From an optimization exercise on the open Yosys and OpenROAD flow, aimed at small area, a short achievable clock period and few clock cycles; shortcuts taken in it are not production practice.
In this exercise RTL edits were held to simulation tests only and were not proved equivalent to the original.
Power and IR drop assume default switching activity.

`design.v`:
```
`timescale 1ns/100ps
`default_nettype none
module pr_fifo #(
	parameter int WIDTH = 8,
	parameter int LOG_DEPTH = 2,
	parameter int SHIFT = 0
) (
	input wire clk,
	input wire rst,
	input wire push,
	input wire [WIDTH-1:0] din,
	input wire pop,
	output logic [WIDTH-1:0] dout,
	output logic empty,
	output logic [LOG_DEPTH:0] count
);
	localparam int DEPTH = 2**LOG_DEPTH;
	logic [WIDTH-1:0] mem [0:DEPTH-1];
	assign empty = (count == '0);
	always_ff @(posedge clk) begin
		if (rst)
			count <= '0;
		else
			count <= count + (LOG_DEPTH+1)'(push) - (LOG_DEPTH+1)'(pop);
	end
	if (SHIFT != 0) begin : g_shift
		assign dout = mem[0];
		always_ff @(posedge clk) begin
			for (int i = 0; i < DEPTH; i++) begin
				if (pop) begin
					if (push && (count == (LOG_DEPTH+1)'(i + 1)))
						mem[i] <= din;
					else if (i < DEPTH - 1)
						mem[i] <= mem[i+1];
				end else if (push && (count == (LOG_DEPTH+1)'(i))) begin
					mem[i] <= din;
				end
			end
		end
	end else begin : g_ring
		logic [LOG_DEPTH-1:0] wr_ptr;
		logic [LOG_DEPTH-1:0] rd_ptr;
		assign dout = mem[rd_ptr];
		always_ff @(posedge clk) begin
			if (rst) begin
				wr_ptr <= '0;
				rd_ptr <= '0;
			end else begin
				if (push)
					wr_ptr <= wr_ptr + 1'b1;
				if (pop)
					rd_ptr <= rd_ptr + 1'b1;
			end
		end
		always_ff @(posedge clk) begin
			if (push)
				mem[wr_ptr] <= din;
		end
	end
endmodule
`default_nettype wire
`timescale 1ns/100ps
`default_nettype none
module pr_divider (
	input wire clk,
	input wire rst,
	input wire start,
	input wire [63:0] dividend,
	input wire [31:0] divisor,
	output logic ready,
	output logic done,
	input wire take,
	output logic [63:0] quotient
);
	localparam int W = 8;
	localparam int KS = 2;
	localparam int KL = 1;
	logic [4:0] lz;
	logic found;
	logic [63:0] norm;
	logic pass;
	logic start_narrow;
	logic [4:0] nibbles;
	logic [15:0] z4;
	logic [7:0] z8;
	logic [3:0] z16;
	logic z32;
	logic [63:0] n32;
	logic [63:0] n16;
	logic [63:0] n8;
	always_comb begin
		for (int i = 0; i < 16; i++)
			z4[i] = (dividend[i*4 +: 4] == 4'd0);
		for (int i = 0; i < 8; i++)
			z8[i] = z4[2*i] && z4[2*i+1];
		for (int i = 0; i < 4; i++)
			z16[i] = z8[2*i] && z8[2*i+1];
		z32 = z16[2] && z16[3];
		lz[4] = 1'b0;
		lz[3] = z32;
		n32 = z32 ? {dividend[31:0], 32'd0} : dividend;
		lz[2] = z32 ? z16[1] : z16[3];
		n16 = lz[2] ? {n32[47:0], 16'd0} : n32;
		lz[1] = z8[{~lz[3], ~lz[2], 1'b1}];
		n8 = lz[1] ? {n16[55:0], 8'd0} : n16;
		lz[0] = z4[{~lz[3], ~lz[2], ~lz[1], 1'b1}];
		norm = lz[0] ? {n8[59:0], 4'd0} : n8;
		found = !(z32 && z16[1] && z16[0]);
		pass = (divisor == '0) || !found;
		start_narrow = (divisor[31:W] == '0);
		nibbles = 5'd16 - lz;
	end
	localparam int NU = 2;
	logic [1:0] put_sel;
	logic [1:0] get_sel;
	logic [NU-1:0] u_start;
	logic [NU-1:0] u_ready;
	logic [NU-1:0] u_done;
	logic [NU-1:0] u_take;
	logic [63:0] u_quot [0:NU-1];
	logic [6:0] steps;
	assign steps = start_narrow ? 7'((nibbles * 4 + KS - 1) / KS) : 7'((nibbles * 4 + KL - 1) / KL);
	always_comb begin
		for (int i = 0; i < NU; i++) begin
			u_take[i] = take && (get_sel == 2'(i));
			u_start[i] = start && (put_sel == 2'(i));
		end
	end
	assign ready = u_ready[put_sel];
	assign done = u_done[get_sel];
	assign quotient = u_quot[get_sel];
	always_ff @(posedge clk) begin
		if (rst) begin
			put_sel <= '0;
			get_sel <= '0;
		end else begin
			if (start)
				put_sel <= (put_sel == 2'(NU - 1)) ? 2'd0 : put_sel + 1'b1;
			if (take && done)
				get_sel <= (get_sel == 2'(NU - 1)) ? 2'd0 : get_sel + 1'b1;
		end
	end
	for (genvar i = 0; i < NU; i++) begin : g_unit
		pr_div_unit u_unit (
			.clk(clk),
			.rst(rst),
			.start(u_start[i]),
			.load((divisor == '0) ? dividend : norm),
			.divisor(divisor),
			.pass(pass),
			.start_narrow(start_narrow),
			.steps(steps),
			.ready(u_ready[i]),
			.done(u_done[i]),
			.take(u_take[i]),
			.quotient(u_quot[i])
		);
	end
endmodule
module pr_div_unit (
	input wire clk,
	input wire rst,
	input wire start,
	input wire [63:0] load,
	input wire [31:0] divisor,
	input wire pass,
	input wire start_narrow,
	input wire [6:0] steps,
	output logic ready,
	output logic done,
	input wire take,
	output logic [63:0] quotient
);
	localparam int W = 8;
	localparam int KS = 2;
	localparam int KL = 1;
	logic busy;
	logic narrow;
	logic [6:0] steps_left;
	logic [31:0] rem;
	logic [31:0] div_r;
	logic [W+1:0] div3;
	logic [31:0] r_next;
	logic [63:0] q_next;
	always_comb begin
		logic [32:0] sh;
		logic [33:0] diff;
		logic [W-1:0] rs;
		logic [W+1:0] v;
		logic [W+2:0] t1;
		logic [W+2:0] t2;
		logic [W+2:0] t3;
		r_next = rem;
		q_next = quotient;
		sh = '0;
		diff = '0;
		rs = '0;
		v = '0;
		t1 = '0;
		t2 = '0;
		t3 = '0;
		if (narrow) begin
			rs = rem[W-1:0];
			for (int j = 0; j < KS / 2; j++) begin
				v = {rs, q_next[63:62]};
				t1 = {1'b0, v} - {3'b000, div_r[W-1:0]};
				t2 = {1'b0, v} - {2'b00, div_r[W-1:0], 1'b0};
				t3 = {1'b0, v} - {1'b0, div3};
				if (!t3[W+2]) begin
					rs = t3[W-1:0];
					q_next = {q_next[61:0], 2'd3};
				end else if (!t2[W+2]) begin
					rs = t2[W-1:0];
					q_next = {q_next[61:0], 2'd2};
				end else if (!t1[W+2]) begin
					rs = t1[W-1:0];
					q_next = {q_next[61:0], 2'd1};
				end else begin
					rs = v[W-1:0];
					q_next = {q_next[61:0], 2'd0};
				end
			end
			r_next = {{(32-W){1'b0}}, rs};
		end else begin
			for (int j = 0; j < KL; j++) begin
				sh = {r_next, q_next[63]};
				diff = {1'b0, sh} - {2'b00, div_r};
				r_next = diff[33] ? sh[31:0] : diff[31:0];
				q_next = {q_next[62:0], !diff[33]};
			end
		end
	end
	assign ready = !busy && (!done || take);
	always_ff @(posedge clk) begin
		if (rst) begin
			busy <= 1'b0;
			done <= 1'b0;
		end else begin
			if (take)
				done <= 1'b0;
			if (start) begin
				busy <= !pass;
				done <= pass;
			end else if (busy && steps_left == 7'd1) begin
				busy <= 1'b0;
				done <= 1'b1;
			end
		end
	end
	always_ff @(posedge clk) begin
		if (start) begin
			rem <= '0;
			div_r <= divisor;
			div3 <= {divisor[W-1:0], 1'b0} + {2'b00, divisor[W-1:0]};
			narrow <= start_narrow;
			quotient <= load;
			steps_left <= steps;
		end else if (busy) begin
			rem <= r_next;
			quotient <= q_next;
			steps_left <= steps_left - 1'b1;
		end
	end
endmodule
`default_nettype wire
`timescale 1ns/100ps
`default_nettype none
module pr_control (
	input wire clk,
	input wire rst,
	input wire softreg_req_valid,
	input wire softreg_req_is_write,
	input wire [31:0] softreg_req_addr,
	input wire [63:0] softreg_req_data,
	output logic softreg_resp_valid,
	output logic [63:0] softreg_resp_data,
	output logic rnd_start,
	output logic rnd_last,
	output logic [31:0] rnd_n_vertices,
	output logic [31:0] rnd_n_edges,
	output logic [63:0] rnd_vert_base,
	output logic [63:0] rnd_edge_base,
	output logic [63:0] rnd_rd_base,
	output logic [63:0] rnd_wr_base,
	input wire rnd_round_done
);
	localparam logic [2:0] IDLE = 3'd0;
	localparam logic [2:0] INIT = 3'd1;
	localparam logic [2:0] RUN = 3'd2;
	localparam logic [2:0] DONE = 3'd4;
	logic [2:0] state;
	logic [31:0] total_rounds;
	logic [31:0] done_rounds;
	logic [31:0] done_rounds_inc;
	logic reg_wr;
	logic start_wr;
	assign reg_wr = softreg_req_valid && softreg_req_is_write;
	assign start_wr = reg_wr && (softreg_req_addr == 32'h38);
	assign done_rounds_inc = done_rounds + 1'b1;
	always_ff @(posedge clk) begin
		if (reg_wr) begin
			case (softreg_req_addr)
				32'h00: rnd_n_vertices <= softreg_req_data[31:0];
				32'h08: rnd_n_edges <= softreg_req_data[31:0];
				32'h10: rnd_vert_base <= softreg_req_data;
				32'h18: rnd_edge_base <= softreg_req_data;
				32'h20: rnd_rd_base <= softreg_req_data;
				32'h28: rnd_wr_base <= softreg_req_data;
				32'h30: total_rounds <= softreg_req_data[31:0];
				default: ;
			endcase
		end
		if (rnd_round_done) begin
			rnd_rd_base <= rnd_wr_base;
			rnd_wr_base <= rnd_rd_base;
		end
	end
	always_ff @(posedge clk) begin
		if (rst) begin
			state <= IDLE;
			rnd_start <= 1'b0;
			done_rounds <= '0;
		end else begin
			rnd_start <= 1'b0;
			case (state)
				INIT, RUN: begin
					if (rnd_round_done) begin
						done_rounds <= done_rounds_inc;
						state <= rnd_last ? DONE : RUN;
						rnd_last <= (done_rounds + 32'd2 >= total_rounds);
					end
				end
				default: begin
					if (start_wr) begin
						state <= INIT;
						rnd_start <= 1'b1;
						done_rounds <= '0;
						rnd_last <= (total_rounds <= 32'd1);
					end
				end
			endcase
		end
	end
	always_ff @(posedge clk) begin
		if (rst)
			softreg_resp_valid <= 1'b0;
		else
			softreg_resp_valid <= softreg_req_valid && !softreg_req_is_write;
	end
	always_ff @(posedge clk) begin
		case (softreg_req_addr)
			32'h00: softreg_resp_data <= {32'd0, rnd_n_vertices};
			32'h08: softreg_resp_data <= {32'd0, rnd_n_edges};
			32'h10: softreg_resp_data <= rnd_vert_base;
			32'h18: softreg_resp_data <= rnd_edge_base;
			32'h20: softreg_resp_data <= rnd_rd_base;
			32'h28: softreg_resp_data <= rnd_wr_base;
			32'h30: softreg_resp_data <= {32'd0, total_rounds};
			32'h40: softreg_resp_data <= {61'd0, state};
			32'h48: softreg_resp_data <= {32'd0, done_rounds};
			default: softreg_resp_data <= '0;
		endcase
	end
endmodule
`default_nettype wire
`timescale 1ns/100ps
`default_nettype none
module pr_mem_reader (
	input wire clk,
	input wire rst,
	output logic [63:0] m_araddr,
	output logic [2:0] m_arprot,
	output logic m_arvalid,
	input wire m_arready,
	input wire [63:0] m_rdata,
	input wire [1:0] m_rresp,
	input wire m_rvalid,
	output logic m_rready,
	input wire rnd_start,
	input wire rnd_last,
	input wire rnd_round_done,
	input wire [31:0] rnd_n_vertices,
	input wire [31:0] rnd_n_edges,
	input wire [63:0] rnd_vert_base,
	input wire [63:0] rnd_edge_base,
	input wire [63:0] rnd_rd_base,
	input wire [63:0] rnd_wr_base,
	input wire [7-1:0] wr_acked,
	output logic vert_valid,
	input wire vert_ready,
	output logic vert_first,
	output logic [10-1:0] vert_in_deg,
	output logic [31:0] vert_out_deg,
	output logic score_valid,
	input wire score_ready,
	output logic [63:0] score_data
);
	localparam int VW = 7;
	localparam int EW = 10;
	localparam int VQ = 2;
	localparam int EQ = 3;
	localparam int TQ = 3;
	localparam logic [1:0] TAG_VERT = 2'd0;
	localparam logic [1:0] TAG_EDGE = 2'd1;
	localparam logic [1:0] TAG_SCORE = 2'd2;
	logic active;
	logic first;
	logic ahead;
	logic [VW-1:0] vert_cnt;
	logic [EW-1:0] edge_cnt;
	logic [EW-1:0] edge_credit;
	logic [EW-1:0] deg_new;
	logic [EW-1:0] credit_sum;
	logic [VQ:0] vert_used;
	logic [EQ:0] edge_used;
	logic round_issued;
	logic next_round;
	logic slot_free;
	logic src_ready;
	logic can_score;
	logic can_edge;
	logic can_vert;
	logic issue;
	logic issue_score;
	logic issue_edge;
	logic issue_vert;
	logic [63:0] addr_vert;
	logic [63:0] addr_edge;
	logic [63:0] addr_score;
	logic [1:0] tag_head;
	logic tag_empty;
	logic [TQ:0] tag_count;
	logic rd_take;
	logic vert_push;
	logic vert_push_first;
	logic edge_push;
	logic edge_empty;
	logic [5:0] edge_head;
	logic vq_empty;
	logic [VQ:0] vq_count;
	logic [EQ:0] eq_count;
	assign m_arprot = 3'b000;
	assign round_issued = (vert_cnt == rnd_n_vertices[VW-1:0])
		&& (first || ((edge_cnt == rnd_n_edges[EW-1:0]) && (edge_used == '0)));
	assign next_round = active && round_issued && !ahead;
	assign slot_free = !m_arvalid || m_arready;
	assign src_ready = !ahead || ({1'b0, edge_head} < wr_acked);
	assign can_score = !edge_empty && src_ready;
	assign can_edge = !first && (edge_cnt != rnd_n_edges[EW-1:0])
		&& (edge_credit != '0) && !edge_used[EQ];
	assign can_vert = (vert_cnt != rnd_n_vertices[VW-1:0]) && !vert_used[VQ];
	assign issue = slot_free && active && !tag_count[TQ]
		&& (can_score || can_edge || can_vert);
	assign issue_score = issue && can_score;
	assign issue_edge = issue && !can_score && can_edge;
	assign issue_vert = issue && !can_score && !can_edge;
	pr_add64 u_add_vert (
		.a(rnd_vert_base),
		.b({54'd0, vert_cnt, 3'b000}),
		.s(addr_vert)
	);
	pr_add64 u_add_edge (
		.a(rnd_edge_base),
		.b({51'd0, edge_cnt, 3'b000}),
		.s(addr_edge)
	);
	pr_add64 u_add_score (
		.a(ahead ? rnd_wr_base : rnd_rd_base),
		.b({55'd0, edge_head, 3'b000}),
		.s(addr_score)
	);
	always_ff @(posedge clk) begin
		if (rst) begin
			m_arvalid <= 1'b0;
		end else if (slot_free) begin
			m_arvalid <= issue;
		end
	end
	always_ff @(posedge clk) begin
		if (issue)
			m_araddr <= can_score ? addr_score : can_edge ? addr_edge : addr_vert;
	end
	always_ff @(posedge clk) begin
		if (rst) begin
			active <= 1'b0;
			first <= 1'b0;
			ahead <= 1'b0;
		end else if (rnd_start) begin
			active <= 1'b1;
			first <= 1'b1;
			ahead <= 1'b0;
		end else begin
			if (next_round) begin
				if (rnd_last)
					active <= 1'b0;
				first <= 1'b0;
				ahead <= !rnd_round_done;
			end else if (rnd_round_done) begin
				ahead <= 1'b0;
			end
		end
	end
	always_ff @(posedge clk) begin
		if (rst || rnd_start || next_round) begin
			vert_cnt <= '0;
			edge_cnt <= '0;
		end else begin
			if (issue_vert)
				vert_cnt <= vert_cnt + 1'b1;
			if (issue_edge)
				edge_cnt <= edge_cnt + 1'b1;
		end
		if (rst || rnd_start) begin
			edge_credit <= '0;
			deg_new <= '0;
		end else begin
			edge_credit <= issue_edge ? credit_sum - 1'b1 : credit_sum;
			deg_new <= (vert_push && !vert_push_first) ? m_rdata[32+EW-1:32] : '0;
		end
	end
	always_ff @(posedge clk) begin
		if (rst) begin
			vert_used <= '0;
			edge_used <= '0;
		end else begin
			vert_used <= vert_used + (VQ+1)'(issue_vert) - (VQ+1)'(vert_valid && vert_ready);
			edge_used <= edge_used + (EQ+1)'(issue_edge) - (EQ+1)'(issue_score);
		end
	end
	assign credit_sum = edge_credit + deg_new;
	logic skid_valid;
	logic [63:0] skid_data;
	logic head_score;
	assign head_score = m_rvalid && !tag_empty && (tag_head == TAG_SCORE);
	assign m_rready = tag_empty || (tag_head != TAG_SCORE) || !skid_valid;
	assign rd_take = m_rvalid && m_rready;
	assign vert_push = rd_take && (tag_head == TAG_VERT);
	assign edge_push = rd_take && (tag_head == TAG_EDGE);
	assign score_valid = skid_valid || head_score;
	assign score_data = skid_valid ? skid_data : m_rdata;
	always_ff @(posedge clk) begin
		if (rst)
			skid_valid <= 1'b0;
		else if (skid_valid)
			skid_valid <= !score_ready;
		else
			skid_valid <= head_score && !score_ready;
	end
	always_ff @(posedge clk) begin
		if (!skid_valid)
			skid_data <= m_rdata;
	end
	logic [2:0] tag_in;
	logic [2:0] tag_out;
	assign tag_in = {issue_vert && first, issue_score ? TAG_SCORE : issue_edge ? TAG_EDGE : TAG_VERT};
	assign tag_head = tag_out[1:0];
	assign vert_push_first = tag_out[2];
	pr_fifo #(.WIDTH(3), .LOG_DEPTH(TQ), .SHIFT(1)) u_tag_fifo (
		.clk(clk),
		.rst(rst),
		.push(issue),
		.din(tag_in),
		.pop(rd_take),
		.dout(tag_out),
		.empty(tag_empty),
		.count(tag_count)
	);
	pr_fifo #(.WIDTH(1 + EW + 32), .LOG_DEPTH(VQ)) u_vert_fifo (
		.clk(clk),
		.rst(rst),
		.push(vert_push),
		.din({vert_push_first, m_rdata[32+EW-1:32], m_rdata[31:0]}),
		.pop(vert_valid && vert_ready),
		.dout({vert_first, vert_in_deg, vert_out_deg}),
		.empty(vq_empty),
		.count(vq_count)
	);
	assign vert_valid = !vq_empty;
	pr_fifo #(.WIDTH(6), .LOG_DEPTH(EQ), .SHIFT(1)) u_edge_fifo (
		.clk(clk),
		.rst(rst),
		.push(edge_push),
		.din(m_rdata[5:0]),
		.pop(issue_score),
		.dout(edge_head),
		.empty(edge_empty),
		.count(eq_count)
	);
endmodule
`default_nettype wire
`timescale 1ns/100ps
`default_nettype none
module pr_vertex_engine (
	input wire clk,
	input wire rst,
	input wire rnd_start,
	input wire [31:0] rnd_n_vertices,
	input wire vert_valid,
	output logic vert_ready,
	input wire vert_first,
	input wire [10-1:0] vert_in_deg,
	input wire [31:0] vert_out_deg,
	input wire score_valid,
	output logic score_ready,
	input wire [63:0] score_data,
	output logic res_valid,
	input wire res_take,
	output logic [63:0] res_data
);
	localparam int EW = 10;
	logic cur_valid;
	logic cur_first;
	logic [EW-1:0] deg_left;
	logic [31:0] out_deg;
	logic [63:0] sum;
	logic [16:0] init_val;
	logic init_busy;
	logic init_pend;
	logic div_start;
	logic div_ready;
	logic [63:0] div_dividend;
	logic [31:0] div_divisor;
	logic div_done;
	logic div_take;
	logic [63:0] div_quot;
	logic handoff;
	logic load;
	logic term_first;
	logic term_more;
	logic add;
	logic [EW-1:0] deg_base;
	logic [63:0] term;
	logic [63:0] sum_add;
	logic deg_zero;
	assign handoff = cur_valid && deg_zero && div_ready && !(init_busy && !init_pend);
	assign vert_ready = !cur_valid || handoff;
	assign load = vert_ready && vert_valid;
	assign term_first = load ? vert_first : cur_first;
	assign term_more = load ? (vert_in_deg != '0) : (cur_valid && !deg_zero);
	assign score_ready = term_more && !term_first;
	assign add = term_more && (term_first ? !init_busy : score_valid);
	assign deg_base = load ? vert_in_deg : deg_left;
	assign term = term_first ? {47'd0, init_val} : score_data;
	pr_add64 u_add (
		.a(sum),
		.b(cur_first ? {47'd0, init_val} : score_data),
		.s(sum_add)
	);
	always_ff @(posedge clk) begin
		if (rst) begin
			cur_valid <= 1'b0;
			init_busy <= 1'b0;
			init_pend <= 1'b0;
		end else if (rnd_start) begin
			cur_valid <= 1'b1;
			init_busy <= 1'b1;
			init_pend <= 1'b1;
		end else begin
			if (vert_ready)
				cur_valid <= vert_valid;
			if (handoff)
				init_pend <= 1'b0;
			if (div_done)
				init_busy <= 1'b0;
		end
	end
	always_ff @(posedge clk) begin
		if (rnd_start) begin
			cur_first <= 1'b0;
			out_deg <= rnd_n_vertices;
			deg_left <= '0;
			deg_zero <= 1'b1;
			sum <= 64'h10000;
		end else begin
			if (load) begin
				cur_first <= vert_first;
				out_deg <= vert_out_deg;
			end
			if (load || add) begin
				deg_left <= deg_base - EW'(add);
				deg_zero <= (deg_base == EW'(add));
			end
			if (load)
				sum <= add ? term : 64'd0;
			else if (add)
				sum <= sum_add;
		end
		if (div_done && init_busy)
			init_val <= div_quot[16:0];
	end
	assign div_start = handoff;
	assign div_dividend = sum;
	assign div_divisor = out_deg;
	assign res_valid = div_done && !init_busy;
	assign res_data = div_quot;
	assign div_take = init_busy || res_take;
	pr_divider u_divider (
		.clk(clk),
		.rst(rst),
		.start(div_start),
		.dividend(div_dividend),
		.divisor(div_divisor),
		.ready(div_ready),
		.done(div_done),
		.take(div_take),
		.quotient(div_quot)
	);
endmodule
module pr_add64 (
	input wire [63:0] a,
	input wire [63:0] b,
	output logic [63:0] s
);
	logic [63:0] g [0:6];
	logic [63:0] p [0:6];
	always_comb begin
		g[0] = a & b;
		p[0] = a ^ b;
		for (int k = 0; k < 6; k++) begin
			for (int i = 0; i < 64; i++) begin
				if (((i >> k) & 1) == 1) begin
					g[k+1][i] = g[k][i] | (p[k][i] & g[k][((i >> k) << k) - 1]);
					p[k+1][i] = p[k][i] & p[k][((i >> k) << k) - 1];
				end else begin
					g[k+1][i] = g[k][i];
					p[k+1][i] = p[k][i];
				end
			end
		end
		s = p[0] ^ {g[6][62:0], 1'b0};
	end
endmodule
`default_nettype wire
`timescale 1ns/100ps
`default_nettype none
module pr_writeback (
	input wire clk,
	input wire rst,
	output logic [63:0] m_awaddr,
	output logic [2:0] m_awprot,
	output logic m_awvalid,
	input wire m_awready,
	output logic [63:0] m_wdata,
	output logic [7:0] m_wstrb,
	output logic m_wvalid,
	input wire m_wready,
	input wire [1:0] m_bresp,
	input wire m_bvalid,
	output logic m_bready,
	input wire rnd_start,
	input wire [31:0] rnd_n_vertices,
	input wire [63:0] rnd_rd_base,
	input wire [63:0] rnd_wr_base,
	output logic rnd_round_done,
	output logic [7-1:0] wr_acked,
	input wire res_valid,
	output logic res_take,
	input wire [63:0] res_data
);
	localparam int VW = 7;
	logic [VW-1:0] idx;
	logic idx_last;
	logic ack_last;
	logic ahead;
	logic put;
	assign m_awprot = 3'b000;
	assign m_wstrb = 8'hff;
	assign m_bready = 1'b1;
	assign put = res_valid && !m_awvalid && !m_wvalid && !(ahead && idx_last);
	assign res_take = put;
	assign rnd_round_done = m_bvalid && ack_last;
	always_ff @(posedge clk) begin
		if (rst) begin
			m_awvalid <= 1'b0;
			m_wvalid <= 1'b0;
		end else begin
			if (m_awready)
				m_awvalid <= 1'b0;
			if (m_wready)
				m_wvalid <= 1'b0;
			if (put) begin
				m_awvalid <= 1'b1;
				m_wvalid <= 1'b1;
			end
		end
	end
	always_ff @(posedge clk) begin
		if (rst || rnd_start) begin
			idx <= '0;
			idx_last <= (rnd_n_vertices[VW-1:0] == VW'(1));
			wr_acked <= '0;
			ack_last <= (rnd_n_vertices[VW-1:0] == VW'(1));
			ahead <= 1'b0;
		end else begin
			if (put) begin
				idx <= idx_last ? '0 : idx + 1'b1;
				idx_last <= idx_last ? (rnd_n_vertices[VW-1:0] == VW'(1))
					: (idx + VW'(2) == rnd_n_vertices[VW-1:0]);
			end
			if (rnd_round_done) begin
				wr_acked <= '0;
				ack_last <= (rnd_n_vertices[VW-1:0] == VW'(1));
			end else if (m_bvalid) begin
				wr_acked <= wr_acked + 1'b1;
				ack_last <= (wr_acked + VW'(2) == rnd_n_vertices[VW-1:0]);
			end
			if (put && idx_last)
				ahead <= 1'b1;
			else if (rnd_round_done)
				ahead <= 1'b0;
		end
	end
	logic [63:0] awaddr_next;
	pr_add64 u_add_aw (
		.a(ahead ? rnd_rd_base : rnd_wr_base),
		.b({54'd0, idx, 3'b000}),
		.s(awaddr_next)
	);
	always_ff @(posedge clk) begin
		if (put) begin
			m_awaddr <= awaddr_next;
			m_wdata <= res_data;
		end
	end
endmodule
`default_nettype wire
`timescale 1ns/100ps
`default_nettype none
module pagerank_top (
	input wire clk,
	input wire rst,
	output logic [63:0] m_araddr,
	output logic [2:0] m_arprot,
	output logic m_arvalid,
	input wire m_arready,
	input wire [63:0] m_rdata,
	input wire [1:0] m_rresp,
	input wire m_rvalid,
	output logic m_rready,
	output logic [63:0] m_awaddr,
	output logic [2:0] m_awprot,
	output logic m_awvalid,
	input wire m_awready,
	output logic [63:0] m_wdata,
	output logic [7:0] m_wstrb,
	output logic m_wvalid,
	input wire m_wready,
	input wire [1:0] m_bresp,
	input wire m_bvalid,
	output logic m_bready,
	input wire softreg_req_valid,
	input wire softreg_req_is_write,
	input wire [31:0] softreg_req_addr,
	input wire [63:0] softreg_req_data,
	output logic softreg_resp_valid,
	output logic [63:0] softreg_resp_data
);
	logic vert_valid;
	logic vert_ready;
	logic [10-1:0] vert_in_deg;
	logic [31:0] vert_out_deg;
	logic score_valid;
	logic score_ready;
	logic [63:0] score_data;
	logic res_valid;
	logic res_take;
	logic [63:0] res_data;
	logic rnd_start;
	logic rnd_last;
	logic [7-1:0] wr_acked;
	logic vert_first;
	logic [31:0] rnd_n_vertices;
	logic [31:0] rnd_n_edges;
	logic [63:0] rnd_vert_base;
	logic [63:0] rnd_edge_base;
	logic [63:0] rnd_rd_base;
	logic [63:0] rnd_wr_base;
	logic rnd_round_done;
	pr_control u_control (
		.clk(clk),
		.rst(rst),
		.softreg_req_valid(softreg_req_valid),
		.softreg_req_is_write(softreg_req_is_write),
		.softreg_req_addr(softreg_req_addr),
		.softreg_req_data(softreg_req_data),
		.softreg_resp_valid(softreg_resp_valid),
		.softreg_resp_data(softreg_resp_data),
		.rnd_start(rnd_start),
		.rnd_last(rnd_last),
		.rnd_n_vertices(rnd_n_vertices),
		.rnd_n_edges(rnd_n_edges),
		.rnd_vert_base(rnd_vert_base),
		.rnd_edge_base(rnd_edge_base),
		.rnd_rd_base(rnd_rd_base),
		.rnd_wr_base(rnd_wr_base),
		.rnd_round_done(rnd_round_done)
	);
	pr_mem_reader u_mem_reader (
		.clk(clk),
		.rst(rst),
		.m_araddr(m_araddr),
		.m_arprot(m_arprot),
		.m_arvalid(m_arvalid),
		.m_arready(m_arready),
		.m_rdata(m_rdata),
		.m_rresp(m_rresp),
		.m_rvalid(m_rvalid),
		.m_rready(m_rready),
		.rnd_start(rnd_start),
		.rnd_last(rnd_last),
		.rnd_round_done(rnd_round_done),
		.rnd_n_vertices(rnd_n_vertices),
		.rnd_n_edges(rnd_n_edges),
		.rnd_vert_base(rnd_vert_base),
		.rnd_edge_base(rnd_edge_base),
		.rnd_rd_base(rnd_rd_base),
		.rnd_wr_base(rnd_wr_base),
		.wr_acked(wr_acked),
		.vert_valid(vert_valid),
		.vert_ready(vert_ready),
		.vert_first(vert_first),
		.vert_in_deg(vert_in_deg),
		.vert_out_deg(vert_out_deg),
		.score_valid(score_valid),
		.score_ready(score_ready),
		.score_data(score_data)
	);
	pr_vertex_engine u_vertex_engine (
		.clk(clk),
		.rst(rst),
		.rnd_start(rnd_start),
		.rnd_n_vertices(rnd_n_vertices),
		.vert_valid(vert_valid),
		.vert_ready(vert_ready),
		.vert_first(vert_first),
		.vert_in_deg(vert_in_deg),
		.vert_out_deg(vert_out_deg),
		.score_valid(score_valid),
		.score_ready(score_ready),
		.score_data(score_data),
		.res_valid(res_valid),
		.res_take(res_take),
		.res_data(res_data)
	);
	pr_writeback u_writeback (
		.clk(clk),
		.rst(rst),
		.m_awaddr(m_awaddr),
		.m_awprot(m_awprot),
		.m_awvalid(m_awvalid),
		.m_awready(m_awready),
		.m_wdata(m_wdata),
		.m_wstrb(m_wstrb),
		.m_wvalid(m_wvalid),
		.m_wready(m_wready),
		.m_bresp(m_bresp),
		.m_bvalid(m_bvalid),
		.m_bready(m_bready),
		.rnd_start(rnd_start),
		.rnd_n_vertices(rnd_n_vertices),
		.rnd_rd_base(rnd_rd_base),
		.rnd_wr_base(rnd_wr_base),
		.rnd_round_done(rnd_round_done),
		.wr_acked(wr_acked),
		.res_valid(res_valid),
		.res_take(res_take),
		.res_data(res_data)
	);
endmodule
`default_nettype wire
```
`run.sh`:
```
#!/bin/bash
# synth_recipe.tcl (not shown) runs the flow's synth.tcl, then flattens the netlist and writes it again
# the make line also repeats each setting of config.mk as NAME=value (left out here)
make -C /OpenROAD-flow-scripts/flow DESIGN_CONFIG=/design/flow/config.mk WORK_HOME=/design/flow/orfs CLKGATE_MAP_FILE= SYNTH_SCRIPT=/design/flow/synth_recipe.tcl finish
```
`config.mk`:
```
export PLATFORM = sky130hd
export DESIGN_NAME = pagerank_top
export DESIGN_NICKNAME = pagerank_top
export VERILOG_FILES = /design/flow/design.v
export SDC_FILE = /design/flow/constraint.sdc
export NUM_CORES = 4
export LEC_CHECK = 0
export CAP_MARGIN = 20
export CORE_MARGIN = 2
export CORE_UTILIZATION = 40
export PLACE_DENSITY = 0.6
export SLEW_MARGIN = 20
```
`constraint.sdc`:
```
create_clock -name core_clock -period 7.0 [get_ports {clk}]
set_input_delay 1.4000 -clock core_clock [delete_from_list [all_inputs] [get_ports {clk}]]
set_output_delay 1.4000 -clock core_clock [all_outputs]
set_load 0.01 [all_outputs]
```
==> impl_metrics.tcl, run 1 <==
set metrics [dict create \
    synth.avg_cell_area_um2 10.3 \
    hp-class "reg2reg" \
    drtPass1Iterations 10 \
    fillers 18100 \
    track_usage 0.257 \
    antenna_found_initial 46 \
    max_freq_ghz 0.183 \
    root_buffer "clkbuf_16" \
    die_area_um2 201000 \
    synth-async-reset-ratio 0 \
    vdd_drop_max_mv 0.244 \
    ys_seq_area_frac 0.500 \
    required_ns 7.68 \
    fin_setup_tns_ns 0 \
    yosysTopAreaCell "edfxtp_1" \
    post-place-ws_ns 0.957 \
    cts_sinks 1465 \
    post_cts_buffers 0 \
    ctsHoldBuffers 0 \
    netlist.area_leader.share 0.385 \
    route.detailed.drc 0 \
    grt_max_degree 107 \
    swShare 0.342 \
    gr-total-overflow 0 \
    synth_seq_cells 1465 \
    layout-drive-gt1-share 0.0919 \
    yosys-top-cells-area "edfxtp_1, dfxtp_1, nand2_1, ha_1, mux2i_1" \
    crit_path_end_kind "flip-flop" \
    gp_congestion 0.970 \
    clk_path_buf_depth 3 \
    area_delta_synth_final_pct 16.1 \
    io_buffers 429 \
    intPower_w 0.0181 \
    worst_slack_ns 1.52 \
    powerDensity_nw_per_um2 300 \
    slew_viol_final 0 \
    first_iter_violations 7336 \
    startpoint_type "flip-flop" \
    fp-row-count 163 \
    ios 449 \
    pwr-share-comb 0.277 \
    synth_flop_cell "edfxtp_1" \
    worst_pin_slew_ns 1.21 \
    drt_wl_total_um 265000 \
    layout_commonest_cell "nand2_1" \
    cts_tree "built" \
    htreeDepth 4 \
    cts_resized 0 \
    vias_per_cell 5.80 \
    via_count 62500 \
    place_hpwl_um 190000 \
    cap_violations 0 \
    start_util 0.401 \
    synth_edf_count 1012 \
    fin_crit_sh 0.782 \
    yosysUniqueCellTypes 102 \
    ys_warn_count 15 \
    layout.nets 8466 \
    grt_pass1_vias 59400 \
    clk_latency_ns 0.83 \
    seqPwrFrac 0.395 \
    crit_fanout 81 \
    hold_viol 0 \
    syn_inst 7669 \
    power_switching_w 0.00940 \
    timing.slew.headroom 0.193 \
    p_leak_nw 33.9 \
    period_needed_ns 5.48 \
    crit_type "reg2reg" \
    grt_pass1_wl_um 389000 \
    cts_buffers 165 \
    syn_area_um2 79000 \
    rsz0062_at_grt "no" \
    status "timing/DRC/antenna clean" \
    coreArea_um2 197000 \
    ant_nets 0 \
    final_cell_mix "nand2_1, edfxtp_1, nor2_1" \
    critPathArrivalTime_ns 6.15 \
    die_w_um 448 \
    setup_viol 0 \
    avgRoutedWirePerCell_um 24.6 \
    clkTransAtPathRegs_ns 0.06 \
    clkPwrFrac 0.329 \
    dieHeight_um 448 \
    finClkSkew_ns 0.0365 \
]
==> through the flow <==
stage / hold WS, ns / total power, W / cell area (um2) / instances / utilization
6_report: 0.474 / 0.0275 / 91700 / 10800 / 0.466
2_1_floorplan: 0.437 / 0.0158 / 79000 / 7682 / -
3_3_place_gp: 0.451 / 0.0183 / 86000 / 10400 / 0.437
3_5_place_dp: 0.465 / 0.0184 / 86000 / 10400 / 0.437
5_1_grt: 0.494 / 0.0287 / 91700 / 10800 / 0.466
4_1_cts: 0.475 / 0.0275 / 91600 / 10700 / 0.465
==> cells in the mapped netlist (all sizes together), types with 21 or more instances <==
cell and number:
a211oi 122, a21o 87, a21oi 471, a221oi 30, a222oi 98, a22oi 86
a31oi 51, and2 54, and3 78, and4 24, buf 109, clkbuf 331
dfxtp 453, edfxtp 1012, fa 27, ha 300, inv 288, mux2 187
mux2i 261, mux4 42, nand2 1047, nand2b 50, nand3 206, nand4 70
nor2 510, nor2b 148, nor3 107, nor4 63, o211ai 36, o21a 30
o21ai 377, o21bai 21, o221ai 26, o22ai 87, o31ai 24, or2 44
or3 34, xnor2 245, xor2 240
==> power by group through the flow <==
stage	clock, W	sequential [W]	combinational, W
2_1_floorplan	0	0.0105	0.00531
3_3_place_gp	0	0.0110	0.00735
3_5_place_dp	0	0.0110	0.00744
4_1_cts	0.00918	0.0108	0.00749
5_1_grt	0.00952	0.0109	0.00830
6_report	0.00903	0.0109	0.00761
==> cell families after synthesis <==
logic type | Yosys count | share of synthesized area
compound gates | 1675 | 0.138
xor+xnor | 485 | 0.0538
fa+ha+maj | 327 | 0.0544
buf+inv | 733 | 0.0365
flops | 1465 | 0.500
mux | 490 | 0.0717
other cells | 2 | 0.0000951
simple gates | 2492 | 0.146
==> worst max-delay path, stage by stage (launching register included) <==
cell      delay, ns
dfxtp_4        0.88
a211o_1        0.56
a221oi_2       0.17
o311ai_1       0.78
a21o_2         0.71
clkinv_2       0.25
a21oi_1        0.21
or3_2          0.16
buf_4          0.68
nor2_1         0.40
a222oi_1       0.39
nor2_1         0.06
==> cell type report <==
type                    count  area (um2)  area share
clock inverters            86        1060      0.0116
clock buffers             222        4550      0.0496
multi-input cells        5484       36800       0.401
diodes                     31        77.6    0.000846
inverters                 293        1120      0.0122
well taps                2640        3300      0.0360
flip-flops and latches   1465       39500       0.431
repair buffers            557        5300      0.0578
==> registers in the layout (all words and copies together), names as in the netlist, 24 cells and up, named ones only <==
name / flops
u_control.done_rounds: 32
u_control.rnd_edge_base: 64
u_control.rnd_n_edges: 32
u_control.rnd_n_vertices: 32
u_control.rnd_rd_base: 64
u_control.rnd_vert_base: 64
u_control.rnd_wr_base: 64
u_control.softreg_resp_data: 64
u_control.total_rounds: 32
u_mem_reader.m_araddr: 64
u_mem_reader.skid_data: 64
u_mem_reader.u_edge_fifo.mem: 48
u_mem_reader.u_tag_fifo.mem: 24
u_mem_reader.u_vert_fifo.mem: 172
u_vertex_engine.out_deg: 32
u_vertex_engine.sum: 64
u_vertex_engine.u_divider.g_unit.u_unit.div_r: 62
u_vertex_engine.u_divider.g_unit.u_unit.quotient: 128
u_vertex_engine.u_divider.g_unit.u_unit.rem: 64
u_writeback.m_awaddr: 64
u_writeback.m_wdata: 64
==> per-layer routing <==
metal | vias to the layer above | wire length (um) | global-route usage
met4 | 10 | 13400 | 0.132
met3 | 500 | 20400 | 0.0419
met2 | 2730 | 118000 | 0.387
li1 | 28700 | - | -
met5 | - | 67 | 0
met1 | 30600 | 114000 | 0.357
==> path summary, 6_finish.rpt <==
check                                   start                     endpoint  slack [ns]  cells after the start
setup / recovery            u_writeback.ahead      u_vertex_engine.sum[49]        1.52                     11
hold reg to reg   u_vertex_engine.deg_left[9]  u_vertex_engine.deg_left[9]        0.47                      2
setup reg to reg            u_writeback.ahead      u_vertex_engine.sum[49]        1.52                     11
hold / removal    u_vertex_engine.deg_left[9]  u_vertex_engine.deg_left[9]        0.47                      2
Testbench counts, summed over its fixed seeds: cycles 22,100.
==> inputs of run 2 (changes only) <==
--- a/design.v
+++ b/design.v
@@ -79,6 +79,9 @@
 	logic found;
 	logic [63:0] norm;
 	logic pass;
+	logic pow2;
+	logic special;
+	logic [1:0] shift;
 	logic start_narrow;
 	logic [4:0] nibbles;
 	logic [15:0] z4;
@@ -106,11 +109,15 @@
 		lz[0] = z4[{~lz[3], ~lz[2], ~lz[1], 1'b1}];
 		norm = lz[0] ? {n8[59:0], 4'd0} : n8;
 		found = !(z32 && z16[1] && z16[0]);
-		pass = (divisor == '0) || !found;
+		pow2 = (divisor[31:4] == '0) && ((divisor[3:0] == 4'd1) || (divisor[3:0] == 4'd2)
+			|| (divisor[3:0] == 4'd4) || (divisor[3:0] == 4'd8));
+		special = (divisor == '0) || pow2;
+		shift = {divisor[3] | divisor[2], divisor[3] | divisor[1]};
+		pass = special || !found;
 		start_narrow = (divisor[31:W] == '0);
 		nibbles = 5'd16 - lz;
 	end
-	localparam int NU = 2;
+	localparam int NU = 1;
 	logic [1:0] put_sel;
 	logic [1:0] get_sel;
 	logic [NU-1:0] u_start;
@@ -145,7 +152,7 @@
 			.clk(clk),
 			.rst(rst),
 			.start(u_start[i]),
-			.load((divisor == '0) ? dividend : norm),
+			.load(special ? (dividend >> shift) : norm),
 			.divisor(divisor),
 			.pass(pass),
 			.start_narrow(start_narrow),
==> impl_metrics.tcl, run 2 <==
set metrics [dict create \
    status "timing/DRC/antenna clean" \
    netlist.area_leader.share 0.378 \
    cts_buffers 151 \
    grt_max_degree 78 \
    crit_fanout 7 \
    layout_commonest_cell "edfxtp_1" \
    layout.cells.non_filler 9610 \
    fp-row-count 155 \
    ys_warn_count 15 \
    layout-drive-gt1-share 0.0904 \
    die_area_um2 182000 \
    top_register "u_mem_reader.u_vert_fifo.mem" \
    grt_pass1_vias 54100 \
    first_iter_violations 5478 \
    via_count 56000 \
    synthSimpleGateAreaFrac 0.135 \
    cap_violations 0 \
    drtPass1Iterations 8 \
    synth.avg_cell_area_um2 10.5 \
    cts_sinks 1318 \
    hold_viol 0 \
    finClkSkew_ns 0.0459 \
    vias_per_cell 5.82 \
    syn_area_um2 71500 \
    gp_congestion 0.941 \
    fillers 16600 \
    cts_tree "built" \
    ys_seq_area_frac 0.495 \
    track_usage 0.262 \
    holdCritStartpoint "u_vertex_engine.out_deg[25]" \
    avgRoutedWirePerCell_um 25.5 \
    dieHeight_um 427 \
    synth_top_family_by_area "simple AND/OR/NAND/NOR gates" \
    yosysTopAreaCell "edfxtp_1" \
    area_delta_synth_final_pct 16.6 \
    reg2reg_slack_ns 1.79 \
    htreeDepth 4 \
    synth_xor_area_frac 0.0565 \
    synth_commonest_cells "edfxtp_1, nand2_1, nor2_1" \
    p_leak_nw 30.3 \
    critPathArrivalTime_ns 6.43 \
    reg2reg_from "u_mem_reader.skid_valid" \
    die_w_um 427 \
    synth_most_common_cell "edfxtp_1" \
    gr-total-overflow 0 \
    final_cell_mix "edfxtp_1, nand2_1, nor2_1" \
    period_needed_ns 5.72 \
    clk_path_buf_depth 3 \
    synth-async-reset-ratio 0 \
    grt_pass1_wl_um 357000 \
    dp.cells 9317 \
    ant_nets 0 \
    yosysUniqueCellTypes 93 \
    timing.slew.headroom 0.242 \
    crit_path_end "u_vertex_engine.sum[53]" \
    slew_viol_final 0 \
    cts_resized 0 \
    synth_seq_cells 1318 \
    worst_pin_slew_ns 1.14 \
    startpoint_type "input pin" \
    ctsHoldBuffers 0 \
    drt_wl_total_um 245000 \
    max_freq_ghz 0.175 \
    route.detailed.drc 0 \
    place_hpwl_um 175000 \
    reg2reg_depth 13 \
    r2r_end "u_vertex_engine.sum[53]" \
    antenna_found_initial 38 \
    crit_path_end_kind "flip-flop" \
    startpoint "m_rdata[2]" \
    required_ns 7.71 \
    largest_reg_flops 172 \
    io_buffers 429 \
    root_buffer "clkbuf_16" \
    vdd_drop_max_mv 0.256 \
    crit_type "in2reg" \
    hp-class "reg2reg" \
    syn_inst 6840 \
    synth_edf_count 899 \
    synth_flop_cell "edfxtp_1" \
    fin_crit_sh 0.818 \
    synth_compound_gate_area_share 0.132 \
    coreArea_um2 178000 \
    start_util 0.402 \
    layout.nets 7569 \
    clk_latency_ns 0.82 \
    ios 449 \
    post_cts_buffers 0 \
    powerDensity_nw_per_um2 298 \
    muxShareOfSynthArea 0.0907 \
    setup_viol 0 \
    rsz0062_at_grt "no" \
    yosys-top-cells-area "edfxtp_1, dfxtp_1, mux2i_1, ha_1, nand2_1" \
    fin_setup_tns_ns 0 \
    clkTransAtPathRegs_ns 0.06 \
    synthAdderAreaFrac 0.0517 \
]
-- run 2: cell count changes in the layout (fill, tap and decap cells not counted), moves of 49 or more --
cell	change
a22oi_1	+113
o21ai_0	-82
mux2i_1	+110
nor2_1	-55
a211oi_1	-49
a222oi_1	-79
edfxtp_1	-113
mux2_2	-55
nand2_1	-213
nor2b_1	-97
a21oi_1	-156
-- run 2: how the worst min path moves through the flow --
| stage | to | slack, ns | cells past startpoint |
|---|---|---|---|
| global route | flip-flop | 0.46 | 0 |
| CTS | flip-flop | 0.45 | 0 |
| detailed placement | flip-flop | 0.44 | 0 |
| global placement | flip-flop | 0.43 | 0 |
| floorplan | flip-flop | 0.43 | 0 |
| finish | flip-flop | 0.44 | 0 |
-- run 2: cell type report --
class / instances / area, um2 / area share
Clock buffer: 203 / 4230 / 0.0507
Inverter: 249 / 943 / 0.0113
Sequential cell: 1318 / 35400 / 0.425
Antenna cell: 10 / 25.0 / 0.000300
Timing Repair Buffer: 564 / 5350 / 0.0642
Multi-Input combinational cell: 4831 / 33600 / 0.403
Clock inverter: 80 / 918 / 0.0110
Tap cell: 2355 / 2950 / 0.0353
-- run 2: metrics by stage --
stage                     worst slack [ns]  power, W  utilization  instance area, um2  hold WS, ns
final                                 1.28    0.0249        0.468               83400        0.445
after global routing                  1.09    0.0260        0.468               83400        0.456
after CTS                             1.46    0.0250        0.468               83400        0.447
after detailed placement             0.623    0.0168        0.439               78200        0.437
after global placement               0.727    0.0167        0.439               78200        0.432
after floorplan                      0.772    0.0145            -               71500        0.427
-- run 2: layer usage --
metal | share of wire | GRT usage | vias to the layer above
li1 | - | - | 25600
met1 | 0.40 | 0.327 | 27400
met2 | 0.48 | 0.440 | 2375
met3 | 0.068 | 0.0410 | 536
met4 | 0.054 | 0.131 | 16
met5 | 0.00041 | 0 | -
-- run 2: report_power, final --
| part | leakage, nW | switching [W] | total, W | internal, W |
|---|---|---|---|---|
| Sequential | 11.6 | 0.000622 | 0.00957 | 0.00895 |
| Combinational | 16.2 | 0.00434 | 0.00714 | 0.00280 |
| Clock | 2.49 | 0.00351 | 0.00816 | 0.00465 |
| Total | 30.3 | 0.00847 | 0.0249 | 0.0164 |
-- run 2: logic make-up after synthesis --
group | Yosys count
AND/OR/NAND/NOR | 2083
AO/OA/AOI/OAI | 1431
flip-flops | 1318
buffers and inverters | 704
multiplexers | 560
XOR/XNOR | 461
adder cells (fa/ha/maj) | 281
other | 2
-- run 2: critical path: stages --
cell             delay, ns
clkdlybuf4s50_1       0.61
inv_1                 0.21
o21ai_0               0.41
mux2_2                0.28
ha_1                  0.23
nor2b_1               0.15
o31ai_1               0.43
a21oi_1               0.25
a41o_1                0.38
a21boi_0              0.42
o21ai_0               0.39
o31a_1                0.39
a31oi_1               0.30
mux2_2                0.37
a32o_1                0.20
Testbench counts of run 2, summed over its fixed seeds: cycles 22,034.
==> inputs of run 3 (changes only) <==
--- a/design.v
+++ b/design.v
@@ -3,6 +3,7 @@
 module pr_fifo #(
 	parameter int WIDTH = 8,
 	parameter int LOG_DEPTH = 2,
+	parameter int DEPTH = 2**LOG_DEPTH,
 	parameter int SHIFT = 0
 ) (
 	input wire clk,
@@ -14,7 +15,6 @@
 	output logic empty,
 	output logic [LOG_DEPTH:0] count
 );
-	localparam int DEPTH = 2**LOG_DEPTH;
 	logic [WIDTH-1:0] mem [0:DEPTH-1];
 	assign empty = (count == '0);
 	always_ff @(posedge clk) begin
@@ -47,9 +47,9 @@
 				rd_ptr <= '0;
 			end else begin
 				if (push)
-					wr_ptr <= wr_ptr + 1'b1;
+					wr_ptr <= (wr_ptr == LOG_DEPTH'(DEPTH - 1)) ? '0 : wr_ptr + 1'b1;
 				if (pop)
-					rd_ptr <= rd_ptr + 1'b1;
+					rd_ptr <= (rd_ptr == LOG_DEPTH'(DEPTH - 1)) ? '0 : rd_ptr + 1'b1;
 			end
 		end
 		always_ff @(posedge clk) begin
@@ -404,7 +404,8 @@
 );
 	localparam int VW = 7;
 	localparam int EW = 10;
-	localparam int VQ = 2;
+	localparam int VQ = 3;
+	localparam int VD = 6;
 	localparam int EQ = 3;
 	localparam int TQ = 3;
 	localparam logic [1:0] TAG_VERT = 2'd0;
@@ -455,7 +456,7 @@
 	assign can_score = !edge_empty && src_ready;
 	assign can_edge = !first && (edge_cnt != rnd_n_edges[EW-1:0])
 		&& (edge_credit != '0) && !edge_used[EQ];
-	assign can_vert = (vert_cnt != rnd_n_vertices[VW-1:0]) && !vert_used[VQ];
+	assign can_vert = (vert_cnt != rnd_n_vertices[VW-1:0]) && (vert_used != (VQ+1)'(VD));
 	assign issue = slot_free && active && !tag_count[TQ]
 		&& (can_score || can_edge || can_vert);
 	assign issue_score = issue && can_score;
@@ -572,7 +573,7 @@
 		.empty(tag_empty),
 		.count(tag_count)
 	);
-	pr_fifo #(.WIDTH(1 + EW + 32), .LOG_DEPTH(VQ)) u_vert_fifo (
+	pr_fifo #(.WIDTH(1 + EW + 32), .LOG_DEPTH(VQ), .DEPTH(VD)) u_vert_fifo (
 		.clk(clk),
 		.rst(rst),
 		.push(vert_push),
==> impl_metrics.tcl, run 3 <==
set metrics [dict create \
    met2_usage 0.414 \
    clk_path_buf_depth 3 \
    hp-class "reg2reg" \
    rsz0062_at_grt "no" \
    layout.nets 7790 \
    startpoint "u_vertex_engine.sum[37]" \
    die_w_um 435 \
    syn_area_um2 74400 \
    setup_viol 0 \
    met1_usage 0.320 \
    slew_viol_final 0 \
    crit_path_end_kind "flip-flop" \
    fin_crit_sh 0.753 \
    final_cell_mix "edfxtp_1, nand2_1, nor2_1" \
    finClkSkew_ns 0.0653 \
    vdd_drop_max_mv 0.258 \
    path_buf_inv 2 \
    status "timing/DRC/antenna clean" \
    route.detailed.drc 0 \
    yosys-top-cells-area "edfxtp_1, dfxtp_1, mux2i_1, nand2_1, ha_1" \
    powerDensity_nw_per_um2 304 \
    clkTransAtPathRegs_ns 0.06 \
    io_buffers 429 \
    gp_congestion 0.941 \
    post_cts_buffers 0 \
    grt_pass1_wl_um 357000 \
    cts_tree "built" \
    cts_buffers 159 \
    start_util 0.402 \
    timing.slew.headroom 0.168 \
    crit_slowest_cell "nor4_1" \
    crit_fanout 21 \
    top_register "u_mem_reader.u_vert_fifo.mem" \
    largest_reg_flops 258 \
    grt_max_degree 128 \
    worst_slack_ns 1.73 \
    htreeDepth 4 \
    grt_pass1_vias 54700 \
    place_hpwl_um 174000 \
    synth_seq_cells 1409 \
    p_leak_nw 31.3 \
    max_freq_ghz 0.190 \
    cts_sinks 1409 \
    hold_viol 0 \
    use_met3 0.0420 \
    via_count 56800 \
    dieHeight_um 435 \
    vias_per_cell 5.71 \
    drt_wl_total_um 240000 \
    yosysUniqueCellTypes 107 \
    clk_latency_ns 0.85 \
    synth-async-reset-ratio 0 \
    ant_nets 0 \
    ys_seq_area_frac 0.512 \
    reg2reg_from "u_vertex_engine.sum[37]" \
    root_buffer "clkbuf_16" \
    fin_setup_tns_ns 0 \
    drtPass1Iterations 6 \
    critPathTopFamily "simple AND/OR/NAND/NOR gates" \
    crit_type "reg2reg" \
    synth_commonest_cells "edfxtp_1, nand2_1, nor2_1" \
    synth_flop_cell "edfxtp_1" \
    yosysTopAreaCell "edfxtp_1" \
    avgRoutedWirePerCell_um 24.1 \
    track_usage 0.248 \
    fp-row-count 158 \
    ys_warn_count 15 \
    antenna_found_initial 31 \
    coreArea_um2 185000 \
    required_ns 7.54 \
    syn_inst 7040 \
    ios 449 \
    startpoint_type "flip-flop" \
    ctsHoldBuffers 0 \
    synth_edf_count 985 \
    cts_resized 0 \
    die_area_um2 189000 \
    post-place-ws_ns 1.05 \
    netlist.area_leader.share 0.398 \
    reg2reg_slack_ns 1.73 \
    gr-total-overflow 0 \
    synth.avg_cell_area_um2 10.6 \
    first_iter_violations 5326 \
    grt_most_used_layer "met2" \
    cap_violations 0 \
    layout-drive-gt1-share 0.0909 \
    area_delta_synth_final_pct 16.7 \
    synth_most_common_cell "edfxtp_1" \
    period_needed_ns 5.27 \
    worst_pin_slew_ns 1.24 \
    critPathArrivalTime_ns 5.81 \
    crit_path_max_incr_delay_ns 1.03 \
    layout_commonest_cell "edfxtp_1" \
    holdCritStartpoint "u_vertex_engine.out_deg[27]" \
    finalPower_w 0.0264 \
    crit_chain "buf_4 > nor4_1 > and4_1 > nand2_1 > nand2_1 > buf_4 > nor2_1 > a2111oi_0 > o221ai_1 > o211ai_1 > o21ai_0" \
]
==> run 3: cell types whose count changed after synthesis, sizes merged, moves of 25 or more <==
cell    previous run  this run
a22oi            200       170
a211oi            72        43
nand2            835       882
edfxtp           899       985
a21oi            312       337
o21ai            283       344
and2              88        42
o211ai            46        84
nor2             443       550
o22ai            105        55
==> run 3: logic make-up (layout without fill, tap and decap cells) <==
group	Yosys count	count (layout)	synth area share
multiplexers	571	571	0.0870
other	2	23	0.000101
buffers and inverters	701	1119	0.0378
flip-flops	1409	1409	0.512
AO/OA/AOI/OAI	1447	1447	0.128
AND/OR/NAND/NOR	2175	2175	0.133
XOR/XNOR	452	452	0.0532
adder cells (fa/ha/maj)	283	283	0.0500
==> run 3: path summary, 6_finish.rpt <==
check	end	cells after the start
min reg2reg	flip-flop	0
max	flip-flop	11
max reg2reg	flip-flop	11
min	flip-flop	0
==> run 3: area by class of cell <==
class | instances | area, um2
timing repair buffer | 562 | 5350
antenna | 8 | 20.0
clock buffer | 205 | 4370
inverter | 259 | 980
multi-input combinational | 4943 | 33800
clock inverter | 93 | 1150
sequential | 1409 | 38100
tap | 2480 | 3100
fill | 17100 | 98200
==> run 3: per-layer routing <==
layer | share of wire | up-vias
li1 | - | 26300
met1 | 0.41 | 27700
met2 | 0.48 | 2327
met3 | 0.072 | 475
met4 | 0.039 | 28
met5 | 0.00068 | -
==> run 3: power breakdown <==
| part | switching [W] | internal, W |
|---|---|---|
| Sequential | 0.000666 | 0.00958 |
| Clock | 0.00369 | 0.00502 |
| Combinational | 0.00456 | 0.00292 |
==> run 3: per-stage QoR <==
step                      instances  cell area, um2   util  hold slack (ns)
after floorplan                7053           74500      -            0.426
after global placement         9651           81300  0.439            0.433
after detailed placement       9653           81300  0.440            0.435
after CTS                      9951           86800  0.469            0.428
after global routing           9955           86900  0.469            0.457
final                          9959           86900  0.469            0.435
==> run 3: worst reg2reg max path, cell delays in order, from the launching register on <==
cell	delay (ns)
dfxtp_1	0.29
buf_4	0.17
nor4_1	1.03
and4_1	0.63
nand2_1	0.54
nand2_1	0.43
buf_4	0.32
nor2_1	0.08
a2111oi_0	0.79
o221ai_1	0.29
o211ai_1	0.25
o21ai_0	0.15
Testbench counts of run 3, summed over its fixed seeds: cycles 20,379.
==> inputs of run 4 (changes only) <==
--- a/config.mk
+++ b/config.mk
@@ -9,4 +9,5 @@
 export CORE_MARGIN = 2
 export CORE_UTILIZATION = 40
 export PLACE_DENSITY = 0.6
+export SETUP_SLACK_MARGIN = 2.5
 export SLEW_MARGIN = 20
==> impl_metrics.tcl, run 4 <==
set metrics [dict create \
    required_ns 7.73 \
    worst_hold_slack_ns 0.443 \
    place_hpwl_um 173000 \
    layout.cells.non_filler 9995 \
    syn_inst 7040 \
    synth_edf_count 985 \
    layout_commonest_cell "edfxtp_1" \
    max_freq_ghz 0.224 \
    hold_viol 0 \
    worst_pin_slew_ns 1.10 \
    htreeDepth 4 \
    synth_commonest_cells "edfxtp_1, nand2_1, nor2_1" \
    layout.nets 7825 \
    drt_wl_total_um 243000 \
    synth_flop_cell "edfxtp_1" \
    final_cell_mix "edfxtp_1, nand2_1, nor2_1" \
    cts_sinks 1409 \
    slew_viol_final 0 \
    rsz0062_at_grt "yes" \
    p_leak_nw 31.6 \
    startpoint_type "input pin" \
    hp-class "reg2reg" \
    synth.avg_cell_area_um2 10.6 \
    clk_latency_ns 0.82 \
    top_register "u_mem_reader.u_vert_fifo.mem" \
    track_usage 0.249 \
    finClkSkew_ns 0.0326 \
    die_area_um2 189000 \
    antenna_found_initial 40 \
    fin_crit_sh 0.637 \
    ys_warn_count 15 \
    ys_seq_area_frac 0.512 \
    area_delta_synth_final_pct 17.6 \
    clk_path_buf_depth 3 \
    critPathArrivalTime_ns 5.19 \
    synth_most_common_cell "edfxtp_1" \
    syn_area_um2 74400 \
    fp-row-count 158 \
    ios 449 \
    avgRoutedWirePerCell_um 24.4 \
    coreArea_um2 185000 \
    cap_violations 0 \
    ctsHoldBuffers 0 \
    crit_fanout 3 \
    post-place-ws_ns 1.09 \
    first_iter_violations 5849 \
    die_w_um 435 \
    yosysUniqueCellTypes 107 \
    whs_path_depth 0 \
    synth-async-reset-ratio 0 \
    worst_slack_ns 2.54 \
    powerDensity_nw_per_um2 301 \
    netlist.area_leader.share 0.398 \
    route.detailed.drc 0 \
    status "timing/DRC/antenna clean" \
    timing.slew.headroom 0.268 \
    crit_path_end_kind "flip-flop" \
    io_buffers 429 \
    dieHeight_um 435 \
    gp_congestion 0.951 \
    grt_max_degree 98 \
    start_util 0.402 \
    synth_seq_cells 1409 \
    vias_per_cell 5.75 \
    largest_reg_flops 258 \
    gr-total-overflow 0 \
    grt_pass1_wl_um 358000 \
    final_core_util 0.473 \
    crit_type "in2reg" \
    reg2reg_depth 16 \
    layout-drive-gt1-share 0.103 \
    root_buffer "clkbuf_16" \
    cts_tree "built" \
    clkTransAtPathRegs_ns 0.06 \
    drtPass1Iterations 6 \
    fin_setup_tns_ns 0 \
    via_count 57400 \
    cts_buffers 154 \
    vdd_drop_max_mv 0.267 \
    period_needed_ns 4.46 \
    dp.cells 9644 \
    setup_viol 0 \
    ant_nets 0 \
    grt_pass1_vias 55100 \
    yosysTopAreaCell "edfxtp_1" \
    yosys-top-cells-area "edfxtp_1, dfxtp_1, mux2i_1, nand2_1, ha_1" \
]
==> run 4: cell count changes in the layout (fill, tap and decap cells not counted), sizes merged <==
cell | previous run | this run
diode | 8 | 16
inv | 271 | 264
clkdlybuf4s50 | 428 | 389
clkdlybuf4s15 | 0 | 3
clkinv | 56 | 48
nor2 | 550 | 551
dlygate4sd2 | 0 | 27
dlymetal6s2s | 0 | 2
buf | 134 | 176
clkbuf | 205 | 222
clkinvlp | 11 | 5
nor2b | 73 | 74
bufinv | 14 | 9
==> run 4: repair_timing <==
item | 4_1_cts | 5_1_grt
cloned | 2 | 0
pin swaps | 17 | 23
resized for setup | 108 | 61
setup endpoints to repair | 137 | 152
buffers inserted | 27 | 20
==> run 4: worst paths after layout <==
| path | start | end | slack, ns |
|---|---|---|---|
| max | m_rdata[39] | u_vertex_engine.sum[63] | 2.54 |
| min reg2reg | u_vertex_engine.out_deg[15] | flip-flop | 0.44 |
| max reg2reg | u_mem_reader.skid_valid | u_vertex_engine.sum[63] | 2.61 |
| min | u_vertex_engine.out_deg[15] | flip-flop | 0.44 |
==> run 4: final cells by class <==
type                    instances  area [um2]
clock inverters                67         706
flip-flops and latches       1409       38100
multi-input cells            4945       34400
inverters                     259         982
repair buffers                600        5730
clock buffers                 219        4410
fillers                     17000       97500
well taps                    2480        3100
diodes                         16        40.0
==> run 4: layer usage <==
layer,global-route usage,vias up,part of all wire
met4,0.117,22,0.048
li1,-,26400,-
met2,0.406,2383,0.47
met1,0.323,28100,0.41
met3,0.0410,525,0.071
met5,0,-,0.00051
==> run 4: kinds of logic after synthesis <==
kind of cell               after synthesis  share of synthesized area
AOI/OAI and AO/OA                     1447                      0.128
and+or+nand+nor                       2175                      0.133
xor gates and xnor gates               452                     0.0532
buffers and inverters                  701                     0.0378
muxes                                  571                     0.0870
other                                    2                   0.000101
DFF                                   1409                      0.512
adders and majority gates              283                     0.0500
==> run 4: worst max-delay path: stages <==
cell      delay, ns
buf_12         0.10
mux2_4         0.27
nor2b_4        0.14
ha_4           0.27
a21o_1         0.19
or4_4          0.55
o22ai_4        0.17
nand3b_1       0.18
o311ai_4       0.11
and2_4         0.17
o41ai_4        0.41
o22ai_2        0.13
o41a_1         0.34
or4b_1         0.47
and3_4         0.18
a21oi_2        0.12
==> run 4: stage by stage <==
| stage | area [um2] | total power (W) |
|---|---|---|
| global placement | 81400 | 0.0177 |
| floorplan | 74700 | 0.0155 |
| global route | 87500 | 0.0275 |
| finish | 87500 | 0.0263 |
| detailed placement | 81400 | 0.0178 |
| CTS | 87100 | 0.0262 |
==> run 4: report_power, final <==
part           total [W]  internal (W)  switching (W)
combinational    0.00779       0.00308        0.00471
clock            0.00826       0.00475        0.00350
sequential        0.0103       0.00958       0.000689
==> inputs of run 5 (changes only) <==
--- a/config.mk
+++ b/config.mk
@@ -9,5 +9,5 @@
 export CORE_MARGIN = 2
 export CORE_UTILIZATION = 40
 export PLACE_DENSITY = 0.6
-export SETUP_SLACK_MARGIN = 2.5
+export SETUP_SLACK_MARGIN = 3.0
 export SLEW_MARGIN = 20
==> impl_metrics.tcl, run 5 <==
set metrics [dict create \
    status "timing/DRC/antenna clean" \
    finalPower_w 0.0270 \
    yosys-top-cells-area "edfxtp_1, dfxtp_1, mux2i_1, nand2_1, ha_1" \
    ys_warn_count 15 \
    powerDensity_nw_per_um2 302 \
    vdd_drop_max_mv 0.264 \
    crit_fanout 7 \
    synth_commonest_cells "edfxtp_1, nand2_1, nor2_1" \
    timing.slew.headroom 0.234 \
    syn_area_um2 74400 \
    track_usage 0.254 \
    cap_violations 0 \
    cts_tree "built" \
    dieHeight_um 435 \
    clk_path_buf_depth 3 \
    max_freq_ghz 0.224 \
    root_buffer "clkbuf_16" \
    die_area_um2 189000 \
    dpl_cell_area_um2 81800 \
    vias_per_cell 5.72 \
    grt_pass1_wl_um 366000 \
    synth_edf_count 985 \
    final_cell_mix "edfxtp_1, nand2_1, nor2_1" \
    antenna_found_initial 43 \
    crit_path_end_kind "flip-flop" \
    syn_inst 7040 \
    drtPass1Iterations 6 \
    layout_commonest_cell "edfxtp_1" \
    largest_reg_flops 258 \
    critPathTopFamily "compound AO/OA/AOI/OAI gates" \
    crit_type "in2reg" \
    grt_max_degree 113 \
    critPathArrivalTime_ns 5.22 \
    ios 449 \
    yosysUniqueCellTypes 107 \
    p_leak_nw 32.5 \
    avgRoutedWirePerCell_um 24.7 \
    slew_viol_final 0 \
    layout-drive-gt1-share 0.131 \
    netlist.area_leader.share 0.398 \
    synth_flop_cell "edfxtp_1" \
    io_buffers 429 \
    crit_path_max_incr_delay_ns 0.50 \
    startpoint_type "input pin" \
    htreeDepth 4 \
    top_register "u_mem_reader.u_vert_fifo.mem" \
    period_needed_ns 4.46 \
    die_w_um 435 \
    coreArea_um2 185000 \
    start_util 0.402 \
    gr-total-overflow 0 \
    synth.avg_cell_area_um2 10.6 \
    synth-async-reset-ratio 0 \
    hp-class "reg2reg" \
    fin_crit_sh 0.637 \
    ctsHoldBuffers 0 \
    grt_pass1_vias 55700 \
    hold_viol 0 \
    crit_slowest_cell "or4b_1" \
    layout.nets 7929 \
    area_delta_synth_final_pct 20.3 \
    clkTransAtPathRegs_ns 0.06 \
    finClkSkew_ns 0.0388 \
    gp_congestion 0.922 \
    fin_setup_tns_ns 0 \
    cts_buffers 155 \
    via_count 57800 \
    required_ns 7.76 \
    first_iter_violations 5307 \
    synth_seq_cells 1409 \
    cts_sinks 1409 \
    ys_seq_area_frac 0.512 \
    crit_chain "dlygate4sd2_1 > mux2_4 > mux2_2 > ha_1 > a31oi_2 > nand2_1 > a211o_1 > nand4_4 > a211oi_4 > o41ai_4 > o22ai_2 > o41a_1 > or4b_1 > and3_4 > a21oi_2" \
    path_buf_inv 1 \
    clk_latency_ns 0.83 \
    place_hpwl_um 174000 \
    rsz0062_at_grt "yes" \
    setup_viol 0 \
    fin_area_um2 89500 \
    route.detailed.drc 0 \
    ant_nets 0 \
    worst_pin_slew_ns 1.15 \
    fp-row-count 158 \
    yosysTopAreaCell "edfxtp_1" \
    synth_most_common_cell "edfxtp_1" \
    drt_wl_total_um 250000 \
]
## run 5: repair_timing
action	in CTS	in global routing
cloned	4	1
pin swaps	40	61
buffers inserted	72	61
hold endpoints to repair	0	0
resized for setup	180	136
endpoints found under the setup margin	362	231
## run 5: final timing paths
| path | slack (ns) | from | cells past startpoint | end |
|---|---|---|---|---|
| worst max-delay path | 2.54 | m_rdata[11] | 15 | u_vertex_engine.sum[63] |
| worst min register to register | 0.45 | u_vertex_engine.out_deg[26] | 0 | flip-flop |
| worst min-delay path | 0.45 | u_vertex_engine.out_deg[26] | 0 | flip-flop |
| worst max register to register | 2.58 | u_mem_reader.skid_valid | 18 | u_vertex_engine.sum[63] |
## run 5: stage by stage
stage | worst slack (ns) | util | cells | hold WS, ns
after floorplan | 2.05 | - | 7053 | 0.426
after global placement | 1.01 | 0.442 | 9658 | 0.430
after detailed placement | 0.962 | 0.442 | 9658 | 0.438
after CTS | 2.59 | 0.478 | 10000 | 0.445
after global routing | 2.44 | 0.484 | 10100 | 0.455
final | 2.54 | 0.484 | 10100 | 0.451
## run 5: per-layer routing
layer	up-vias	global-route usage	wire (um)	share of wire
met5	-	0	103	0.00041
li1	26600	-	-	-
met1	28300	0.324	101000	0.40
met2	2298	0.429	120000	0.48
met3	534	0.0414	17100	0.069
met4	18	0.106	11500	0.046
## run 5: layout make-up
class | count | area (um2)
multi-input cells | 4946 | 35200
flip-flops and latches | 1409 | 38100
repair buffers | 702 | 6840
inverters | 259 | 983
diodes | 12 | 30.0
well taps | 2480 | 3100
clock buffers | 204 | 4270
fillers | 16700 | 95500
clock inverters | 87 | 1030
## run 5: kinds of logic (layout without fill, tap and decap cells)
family / after synthesis / count (layout) / synth area share
and+or+nand+nor: 2175 / 2176 / 0.133
muxes: 571 / 571 / 0.0870
adders and majority gates: 283 / 283 / 0.0500
xor gates and xnor gates: 452 / 452 / 0.0532
buffers and inverters: 701 / 1252 / 0.0378
other: 2 / 27 / 0.000101
AOI/OAI and AO/OA: 1447 / 1449 / 0.128
DFF: 1409 / 1409 / 0.512
## run 5: power by group
part           switching, W  internal [W]
Clock               0.00363       0.00489
Sequential         0.000693       0.00958
Combinational       0.00488       0.00337

[port drivers added, routing unchanged]
No port has a modelled driver above. Below, the same layouts with a new extraction and two added sets of constraints. Step 1: set_driving_cell puts a clkbuf_16 on clk and a buf_2 on each other input, an assumption about the parent block. Step 2 adds t to the input delays and takes it off the output delays; t is the mean of the earliest and latest rising clock arrival at the registers after step 1. Input paths then give back, and output paths get back, about the clock's delay inside the block. Slacks: no drivers / after step 1 / after step 2; pairs: no drivers / after step 1.
run	t (ns)	setup slack, ns	worst setup path at the end	cell pins on the clock port's net
run 1	0.906	1.523 / 1.523 / 0.907	input to register	1
run 2	0.889	1.277 / 1.291 / 0.402	input to register	1
run 3	0.906	1.726 / 1.698 / 0.792	input to register	1
run 4	0.894	2.542 / 2.540 / 1.646	input to register	1
run 5	0.901	2.542 / 2.547 / 1.647	input to register	1
After both steps every run listed still meets setup and hold. The setup slack of run 3, which loses most, moves by -0.028 ns with the drivers and by -0.934 ns with both steps.
